Context: an optimization exercise on an open-source flow, tuned for small area. The choices shown serve that exercise and are no tape-out recipe.
The RTL was checked by simulation tests, not by an equivalence proof against the original design.
The flow treats the clock pin as an ideal source, which a real chip does not have.

==> job 1159: inputs <==
==> flow/design.v <==
package tft_pkg;
	typedef struct packed {
		logic [4:0] red;
		logic [5:0] green;
		logic [4:0] blue;
	} rgb565_t;
	typedef struct packed {
		logic [7:0] red;
		logic [7:0] green;
		logic [7:0] blue;
	} rgb888_t;
	typedef struct packed {
		logic pixel_stb;
		logic hblank;
		logic vblank;
	} tft_sync_t;
	typedef struct packed {
		rgb888_t rgb;
		logic    de;
	} tft_pixel_t;
	typedef struct packed {
		logic        req;
		logic [23:0] addr;
	} mem_req_t;
endpackage
`timescale 1ns/1ps
module tft_timing (
	input  logic               clk,
	input  logic               n_reset,
	output tft_pkg::tft_sync_t sync,
	output logic               flush,
	output logic               first,
	output logic               near_stb
);
logic [10:0] cnt;
logic [10:0] nxt;
logic [11:0] cy;      
logic [2:0]  div;
logic [2:0]  line;
assign div  = cnt[2:0];
assign line = cnt[10:8];
always_comb begin
	cy[0] = 1'b1;
	for (int i = 0; i < 11; i++) begin
		nxt[i]    = cnt[i] ^ cy[i];
		cy[i + 1] = cnt[i] & cy[i];
	end
end
always_ff @(posedge clk, negedge n_reset) begin
	if (!n_reset)
		cnt <= '0;
	else
		cnt <= {nxt[10:7], nxt[6:5] | {2{~nxt[7]}}, nxt[4:0]};
end
assign sync     = {div == 3'd0 & (cnt[7] | cnt[6]), ~cnt[7], ~line[2] & ~line[1]};
assign flush    = line == 3'd0;
assign first    = div == 3'd1;
assign near_stb = div == 3'd0 | div[2] & (div[1] | div[0]);
endmodule
`timescale 1ns/1ps
module tft_fetch (
	input  logic                clk,
	input  logic                n_reset,
	input  tft_pkg::tft_sync_t  sync,
	input  logic                flush,
	input  logic                first,
	input  logic                near_stb,
	output tft_pkg::mem_req_t   mem,
	input  logic                rdy,
	input  logic                ifrdy,
	input  tft_pkg::rgb565_t    data,
	output tft_pkg::tft_pixel_t pixel,
	output logic                underrun
);
logic        req;
logic        accept;
logic        keep;
logic        pop;
logic        avail;
logic        shift;
logic [2:0]  beat;    
logic [2:0]  level;   
logic [2:0]  wp;      
logic [2:0]  rp;      
logic        show;    
logic        de;
logic [6:0]  ofs;     
logic [15:0] store [4];
logic [15:0] shown;
assign accept = req & rdy;
assign keep   = ifrdy & ~beat[2] & ~(beat[1] & beat[0]) & ~flush;
assign pop    = sync.pixel_stb & ~sync.hblank & ~sync.vblank;
assign avail  = (wp != rp) | keep;
assign shift  = pop & avail;
logic [2:0] rp_inc;
logic [6:0] ofs_nxt;
logic [7:0] oc;
assign rp_inc = rp + 1'b1;
function automatic logic [2:0] step3(input logic [2:0] v, input logic en);
	step3 = {v[2] ^ (v[1] & v[0] & en), v[1] ^ (v[0] & en), v[0] ^ en};
endfunction
always_comb begin
	ofs_nxt[0] = ofs[0] ^ accept;
	oc[1]      = ofs[0] & accept;
	ofs_nxt[1] = ofs[1] ^ accept ^ oc[1];
	oc[2]      = accept & (ofs[1] | ofs[0]);
	for (int i = 2; i < 7; i++) begin
		ofs_nxt[i] = ofs[i] ^ oc[i];
		oc[i + 1]  = ofs[i] & oc[i];
	end
end
assign req   = ~flush & (ofs[2:0] == rp | ofs[2:0] == rp_inc & (~show | near_stb));
always_ff @(posedge clk, negedge n_reset) begin
	if (!n_reset)
		beat <= '0;
	else
		beat <= step3(beat, ifrdy);
end
always_ff @(posedge clk, negedge n_reset) begin
	if (!n_reset) begin
		de   <= 1'b0;
		show <= 1'b0;
	end else begin
		de <= ~sync.hblank & ~sync.vblank;
		if (sync.pixel_stb)
			show <= shift;
	end
end
always_ff @(posedge clk) begin
	if (flush) begin
		wp  <= '0;
		rp  <= '0;
		ofs <= '0;
	end else begin
		wp <= step3(wp, keep);
		rp <= step3(rp, shift);
		ofs <= ofs_nxt;
	end
end
always_ff @(posedge clk) begin
	if (keep)
		store[wp[1:0]] <= data;
end
always_comb begin
	shown = '0;
	for (int i = 0; i < 4; i++)
		if (show && rp[1:0] == 2'(i + 1))
			shown = shown | store[i];
end
assign mem      = {req, 4'hf, 13'd0, ofs};
assign pixel    = {shown[15:11], 3'b000, shown[10:5], 2'b00, shown[4:0], 3'b000, de};
assign underrun = de & ~show & first;
endmodule
`timescale 1ns/1ps
module tft_top (
	input  logic                clk,
	input  logic                n_reset,
	output tft_pkg::mem_req_t   mem,
	input  logic                rdy,
	input  logic                ifrdy,
	input  tft_pkg::rgb565_t    data,
	output tft_pkg::tft_pixel_t pixel,
	output tft_pkg::tft_sync_t  sync,
	output logic                underrun
);
logic flush;
logic first;
logic near_stb;
tft_timing timing_i (
	.clk      (clk),
	.n_reset  (n_reset),
	.sync     (sync),
	.flush    (flush),
	.first    (first),
	.near_stb (near_stb)
);
tft_fetch fetch_i (
	.clk      (clk),
	.n_reset  (n_reset),
	.sync     (sync),
	.flush    (flush),
	.first    (first),
	.near_stb (near_stb),
	.mem      (mem),
	.rdy      (rdy),
	.ifrdy    (ifrdy),
	.data     (data),
	.pixel    (pixel),
	.underrun (underrun)
);
endmodule
==> flow/flow/run.sh <==
#!/bin/bash
# Standard ORFS layout with three changes: ports are buffered with buf_1,
# constants come from one tie cell per value, and CTS adds no dummy loads.
set -euo pipefail
export BUFFER_PORTS_ARGS="-buffer_cell sky130_fd_sc_hd__buf_1"
export SKIP_REPAIR_TIE_FANOUT=1
export CTS_ARGS="-sink_clustering_enable -repair_clock_nets -dont_use_dummy_load"
bash standard.sh synth > synth.log 2>&1
bash standard.sh "BUFFER_PORTS_ARGS=$BUFFER_PORTS_ARGS" "SKIP_REPAIR_TIE_FANOUT=$SKIP_REPAIR_TIE_FANOUT" "CTS_ARGS=$CTS_ARGS" finish > layout.log 2>&1
==> flow/standard.sh <==
#!/bin/bash
# synth_recipe.tcl (not shown) runs the flow's synth.tcl, then flattens the netlist and writes it again
# the make line also repeats each setting of config.mk as NAME=value (left out here)
make -C /OpenROAD-flow-scripts/flow DESIGN_CONFIG=/design/flow/config.mk WORK_HOME=/design/flow/orfs CLKGATE_MAP_FILE= SYNTH_SCRIPT=/design/flow/synth_recipe.tcl "${@:-finish}"
==> flow/config.mk <==
export PLATFORM = sky130hd
export DESIGN_NAME = tft_top
export DESIGN_NICKNAME = tft_top
export VERILOG_FILES = /design/flow/design.v
export SDC_FILE = /design/flow/constraint.sdc
export NUM_CORES = 4
export LEC_CHECK = 0
export CAP_MARGIN = 0
export CORE_MARGIN = 2
export CORE_UTILIZATION = 40
export SLEW_MARGIN = 0
==> flow/constraint.sdc <==
create_clock -name core_clock -period 10.0 [get_ports {clk}]
set_input_delay 2.0000 -clock core_clock [delete_from_list [all_inputs] [get_ports {clk}]]
set_output_delay 2.0000 -clock core_clock [all_outputs]
set_load 0.01 [all_outputs]
==> inputs of job 9692, as changes to job 1159 <==
==> flow/design.v, changed modules only <==
module tft_timing (
	input  logic               clk,
	input  logic               n_reset,
	output tft_pkg::tft_sync_t sync,
	output logic               flush,
	output logic               first,
	output logic               near_stb
);
logic [10:0] cnt;
logic [10:0] cnt_inc;
logic [2:0]  div;
logic [2:0]  line;
assign cnt_inc = cnt + 1'b1;
assign div     = cnt[2:0];
assign line    = cnt[10:8];
always_ff @(posedge clk, negedge n_reset) begin
	if (!n_reset)
		cnt <= '0;
	else
		cnt <= {cnt_inc[10:7], cnt_inc[6:5] | {2{~cnt_inc[7]}}, cnt_inc[4:0]};
end
assign sync     = {div == 3'd0 & (cnt[7] | cnt[6]), ~cnt[7], ~line[2] & ~line[1]};
assign flush    = line == 3'd0;
assign first    = div == 3'd1;
assign near_stb = div == 3'd0 | div[2] & (div[1] | div[0]);
endmodule
module tft_fetch (
	input  logic                clk,
	input  logic                n_reset,
	input  tft_pkg::tft_sync_t  sync,
	input  logic                flush,
	input  logic                first,
	input  logic                near_stb,
	output tft_pkg::mem_req_t   mem,
	input  logic                rdy,
	input  logic                ifrdy,
	input  tft_pkg::rgb565_t    data,
	output tft_pkg::tft_pixel_t pixel,
	output logic                underrun
);
logic        req;
logic        accept;
logic        keep;
logic        pop;
logic        avail;
logic        shift;
logic [2:0]  beat;    
logic [2:0]  level;   
logic [2:0]  wp;      
logic [2:0]  rp;      
logic        show;    
logic        de;
logic [6:0]  ofs;     
logic [15:0] store [4];
logic [15:0] shown;
assign accept = req & rdy;
assign keep   = ifrdy & ~beat[2] & ~(beat[1] & beat[0]) & ~flush;
assign pop    = sync.pixel_stb & ~sync.hblank & ~sync.vblank;
assign avail  = (wp != rp) | keep;
assign shift  = pop & avail;
assign level = ofs[2:0] - rp + {2'b00, show};
assign req   = ~flush & (~level[2] & ~level[1] | level == 3'd2 & show & near_stb);
always_ff @(posedge clk, negedge n_reset) begin
	if (!n_reset)
		beat <= '0;
	else if (ifrdy)
		beat <= beat + 1'b1;
end
always_ff @(posedge clk, negedge n_reset) begin
	if (!n_reset) begin
		de   <= 1'b0;
		show <= 1'b0;
	end else begin
		de <= ~sync.hblank & ~sync.vblank;
		if (sync.pixel_stb)
			show <= shift;
	end
end
always_ff @(posedge clk) begin
	if (flush) begin
		wp  <= '0;
		rp  <= '0;
		ofs <= '0;
	end else begin
		if (keep)
			wp <= wp + 1'b1;
		if (shift)
			rp <= rp + 1'b1;
		if (accept)
			ofs <= ofs + 7'd3;
	end
end
always_ff @(posedge clk) begin
	if (keep)
		store[wp[1:0]] <= data;
end
always_comb begin
	shown = '0;
	for (int i = 0; i < 4; i++)
		if (show && rp[1:0] == 2'(i + 1))
			shown = shown | store[i];
end
assign mem      = {req, 4'hf, 13'd0, ofs};
assign pixel    = {shown[15:11], 3'b000, shown[10:5], 2'b00, shown[4:0], 3'b000, de};
assign underrun = de & ~show & first;
endmodule
- CAP_MARGIN: 0 -> 20
- SLEW_MARGIN: 0 -> 20
==> inputs of job 6071, as changes to job 1159 <==
==> flow/design.v, changed modules only <==
module tft_fetch (
	input  logic                clk,
	input  logic                n_reset,
	input  tft_pkg::tft_sync_t  sync,
	input  logic                flush,
	input  logic                first,
	input  logic                near_stb,
	output tft_pkg::mem_req_t   mem,
	input  logic                rdy,
	input  logic                ifrdy,
	input  tft_pkg::rgb565_t    data,
	output tft_pkg::tft_pixel_t pixel,
	output logic                underrun
);
logic        req;
logic        accept;
logic        keep;
logic        pop;
logic        avail;
logic        shift;
logic        pending;  
logic [2:0]  beat;     
logic [6:0]  kept;     
logic [2:0]  rp;       
logic [2:0]  rp_inc;
logic [6:0]  kept_inc;
logic [7:0]  kc;
logic        show;     
logic        de;
logic [15:0] store [4];
logic [15:0] shown;
function automatic logic [2:0] step3(input logic [2:0] v, input logic en);
	step3 = {v[2] ^ (v[1] & v[0] & en), v[1] ^ (v[0] & en), v[0] ^ en};
endfunction
always_comb begin
	kc[0] = keep;
	for (int i = 0; i < 7; i++) begin
		kept_inc[i] = kept[i] ^ kc[i];
		kc[i + 1]   = kept[i] & kc[i];
	end
end
assign rp_inc = rp + 1'b1;
assign accept = req & rdy;
assign keep   = ifrdy & ~beat[2] & ~(beat[1] & beat[0]) & ~flush;
assign pop    = sync.pixel_stb & ~sync.hblank & ~sync.vblank;
assign avail  = (kept[2:0] != rp) | keep;
assign shift  = pop & avail;
assign req = ~flush & ~pending &
	(kept[2:0] == rp | kept[2:0] == rp_inc & (~show | near_stb));
always_ff @(posedge clk, negedge n_reset) begin
	if (!n_reset) begin
		de   <= 1'b0;
		show <= 1'b0;
	end else begin
		de <= ~sync.hblank & ~sync.vblank;
		if (sync.pixel_stb)
			show <= shift;
	end
end
always_ff @(posedge clk) begin
	if (flush) begin
		pending <= 1'b0;
		beat    <= '0;
		kept    <= '0;
		rp      <= '0;
	end else begin
		if (accept)
			pending <= 1'b1;
		else if (keep & beat[1])
			pending <= 1'b0;
		beat <= step3(beat, ifrdy);
		kept <= kept_inc;
		rp   <= step3(rp, shift);
	end
end
always_ff @(posedge clk) begin
	if (keep)
		store[kept[1:0]] <= data;
end
always_comb begin
	shown = '0;
	for (int i = 0; i < 4; i++)
		if (show && rp[1:0] == 2'(i + 1))
			shown = shown | store[i];
end
assign mem      = {req, 4'hf, 13'd0, kept};
assign pixel    = {shown[15:11], 3'b000, shown[10:5], 2'b00, shown[4:0], 3'b000, de};
assign underrun = de & ~show & first;
endmodule
==> flow/flow/run.sh (replaced) <==
#!/bin/bash
# Standard ORFS layout with these changes: the standard synthesis's
# combinational logic is remapped for area (resynth.tcl, flip-flops untouched),
# ports are buffered with buf_1, constants come from one tie cell per value,
# global placement is not timing-driven (pre_gpl.tcl removes the synthesis
# buffers first), CTS adds no dummy loads, a post-CTS step (post_cts.tcl) downsizes clock
# buffers while the flip-flop clock slew stays low and then downsizes
# non-critical gates (power recovery) and repairs slew and capacitance.
set -euo pipefail
export BUFFER_PORTS_ARGS="-buffer_cell sky130_fd_sc_hd__buf_1"
export SKIP_REPAIR_TIE_FANOUT=1
export CTS_ARGS="-sink_clustering_enable -repair_clock_nets -dont_use_dummy_load"
export POST_CTS_TCL="$PWD/flow/post_cts.tcl"
RES=$PWD/orfs/results/$FLOW_PLATFORM/tft_top/base

bash standard.sh synth > synth.log 2>&1

cp $RES/1_2_yosys.v $RES/1_2_yosys_standard.v
export RESYN_LIB=$FLOW_HOME/platforms/sky130hd/lib/sky130_fd_sc_hd__tt_025C_1v80.lib
export RESYN_DONT_USE="$(make -s -C $FLOW_HOME DESIGN_CONFIG=$PWD/config.mk WORK_HOME=$PWD/orfs print-DONT_USE_CELLS | sed -n 's/^DONT_USE_CELLS: //p')"
export RESYN_IN=$RES/1_2_yosys_standard.v
export RESYN_OUT=$RES/1_2_yosys.v
export RESYN_TOP=$FLOW_TOP
export RESYN_ABC=$PWD/flow/resynth.abc
YOSYS=$(command -v yosys || echo $FLOW_HOME/../tools/install/yosys/bin/yosys)
$YOSYS -c flow/resynth.tcl > resynth.log 2>&1
rm -f $RES/1_synth.odb $RES/1_synth.sdc

bash standard.sh "BUFFER_PORTS_ARGS=$BUFFER_PORTS_ARGS" \
	"SKIP_REPAIR_TIE_FANOUT=$SKIP_REPAIR_TIE_FANOUT" \
	"CTS_ARGS=$CTS_ARGS" \
	"POST_CTS_TCL=$POST_CTS_TCL" \
	"PRE_GLOBAL_PLACE_TCL=$PWD/flow/pre_gpl.tcl" \
	finish > layout.log 2>&1
==> flow/flow/post_cts.tcl (new file) <==
# Downsize clock buffers where the flip-flop clock pins keep a slew below
# slew_limit (in the library's time unit, ns) by the placement estimate.
set slew_limit 0.125
set sizes {sky130_fd_sc_hd__clkbuf_2 sky130_fd_sc_hd__clkbuf_4}
set block [ord::get_db_block]

proc clock_sink_slew {} {
  set worst 0.0
  foreach pin [get_pins -hierarchical */CLK] {
    set s [get_property $pin slew_max]
    if {$s > $worst} { set worst $s }
  }
  return $worst
}

estimate_parasitics -placement
set bufs {}
foreach inst [$block getInsts] {
  if {[[$inst getMaster] getName] eq "sky130_fd_sc_hd__clkbuf_8"} {
    set net [[$inst findITerm X] getNet]
    if {$net ne "NULL" && [$net getSigType] eq "CLOCK"} { lappend bufs [$inst getName] }
  }
}
puts "post_cts: clock buffers $bufs, worst sink slew [clock_sink_slew]"
foreach name $bufs {
  set kept sky130_fd_sc_hd__clkbuf_8
  foreach size $sizes {
    replace_cell $name $size
    estimate_parasitics -placement
    set w [clock_sink_slew]
    if {$w <= $slew_limit} {
      set kept $size
      break
    }
  }
  if {$kept eq "sky130_fd_sc_hd__clkbuf_8"} { replace_cell $name $kept; estimate_parasitics -placement }
  puts "post_cts: $name -> $kept (worst sink slew [clock_sink_slew])"
}

# Downsize gates off the critical paths, then repair any slew or capacitance
# violation this leaves and legalize the placement again.
repair_timing -verbose -recover_power 100
estimate_parasitics -placement
repair_design -verbose -cap_margin 20 -slew_margin 20
detailed_placement
check_placement -verbose
==> flow/flow/pre_gpl.tcl (new file) <==
remove_buffers
==> flow/flow/resynth.abc (new file) <==
&get -n
&st
&dch
&nf -R 1000
&put
&get -n
&st
&dch
&nf -R 1000
&put
&get -n
&st
&dch
&nf -R 1000
&put
==> flow/flow/resynth.tcl (new file) <==
# Remap the standard synthesis's combinational logic for area. The flip-flops
# and tie cells stay exactly as the standard synthesis made them (same cells,
# same instance names); every other cell is read as its liberty function and
# mapped again by ABC with an area-oriented script.
yosys -import
set lib $::env(RESYN_LIB)
set dont_use {}
foreach c $::env(RESYN_DONT_USE) { lappend dont_use -dont_use $c }
read_liberty -ignore_miss_func -ignore_miss_dir $lib
read_verilog $::env(RESYN_IN)
hierarchy -top $::env(RESYN_TOP)
set keep {}
foreach m [split [string trim [exec grep -o {sky130_fd_sc_hd__[a-z0-9_]*} $::env(RESYN_IN)]] "\n"] {
  if {[regexp {__(df|edf|sdf|dl|conb)} $m]} { lappend keep $m }
}
blackbox {*}[lsort -unique $keep]
flatten
opt -purge
abc -liberty $lib {*}$dont_use -script $::env(RESYN_ABC)
opt_clean -purge
hilomap -singleton -hicell sky130_fd_sc_hd__conb_1 HI -locell sky130_fd_sc_hd__conb_1 LO
splitnets
opt_clean -purge
insbuf -buf sky130_fd_sc_hd__buf_4 A X
stat -liberty $lib
write_verilog -noattr -noexpr -nohex -nodec $::env(RESYN_OUT)
- CAP_MARGIN: 0 -> 20
- GPL_TIMING_DRIVEN: unset -> 0
- SLEW_MARGIN: 0 -> 20
==> qor summary <==
|  | job 6071 | job 1159 | job 9692 |
|---|---|---|---|
| Layout non-clock buf frac | 5.13% | 4.84% | 4.50% |
| Timing startpoint of the critical path | fetch_i.rp[0]$_SDFF_PP0_ | fetch_i.rp[1]$_SDFF_PN0_ | fetch_i.show$_DFFE_PN0P_ |
| Worst reg-to-reg setup slack | 7.32 ns | 6.80 ns | 7.33 ns |
| Vias after detailed routing | 2,119 | 2,127 | 2,283 |
| Fill count | 859 | 910 | 931 |
| Share of final-layout standard cells stronger than drive strength 1 | 4.73% | 5.37% | 6.94% |
| Status | finished clean | finished clean | finished clean |
| Distinct cells, synth | - | 35 | 43 |
| Proportion of synthesized area in mux cells | - | 0.509% | 1.56% |
| Weighted congestion reported at the end of routability-driven placement | 0.810 | 0.747 | 0.712 |
| Area share of the leading cell type in the synthesized netlist | - | 48.9% | 46.9% |
| Routed wl met3 | 423 microns | 428 microns | 337 microns |
| Parity-gate share of the synthesized area counting xor and xnor cells | - | 3.91% | 4.06% |
| Area Growth Syn to Fin | 4.90% | 6.36% | 5.90% |
| Non-clk bufs | 52 | 51 | 50 |
| Met2 Resource Use GR | 22.3% | 22.4% | 23.2% |
| Multi-input gates | 140 | 137 | 149 |

-- what the ideal ports hide --
How much do the figures lean on ideal ports? The routed layouts below were timed once more, with nothing changed but the port constraints.
Step 1, drivers: a clkbuf_16 drives clk and a buf_2 each remaining input, both assumed.
Step 2 moves the port delays by t, midway between the first and last clock arrival at a register: inputs arrive t later, outputs are due t later. That takes back most of the time a late clock gives input paths.
Three values: ideal, step 1, step 2; two values: the first two.
| run | t, ns | setup slack, ns | clock arrival spread, ns |
|---|---|---|---|
| job 1159 | 0.361 | 5.510 / 5.479 / 5.841 | 0.035 / 0.035 |
| job 9692 | 0.372 | 5.243 / 5.210 / 5.583 | 0.026 / 0.027 |
| job 6071 | 0.496 | 5.577 / 5.548 / 5.656 | 0.033 / 0.034 |
After both steps setup and hold are still met in every run listed.
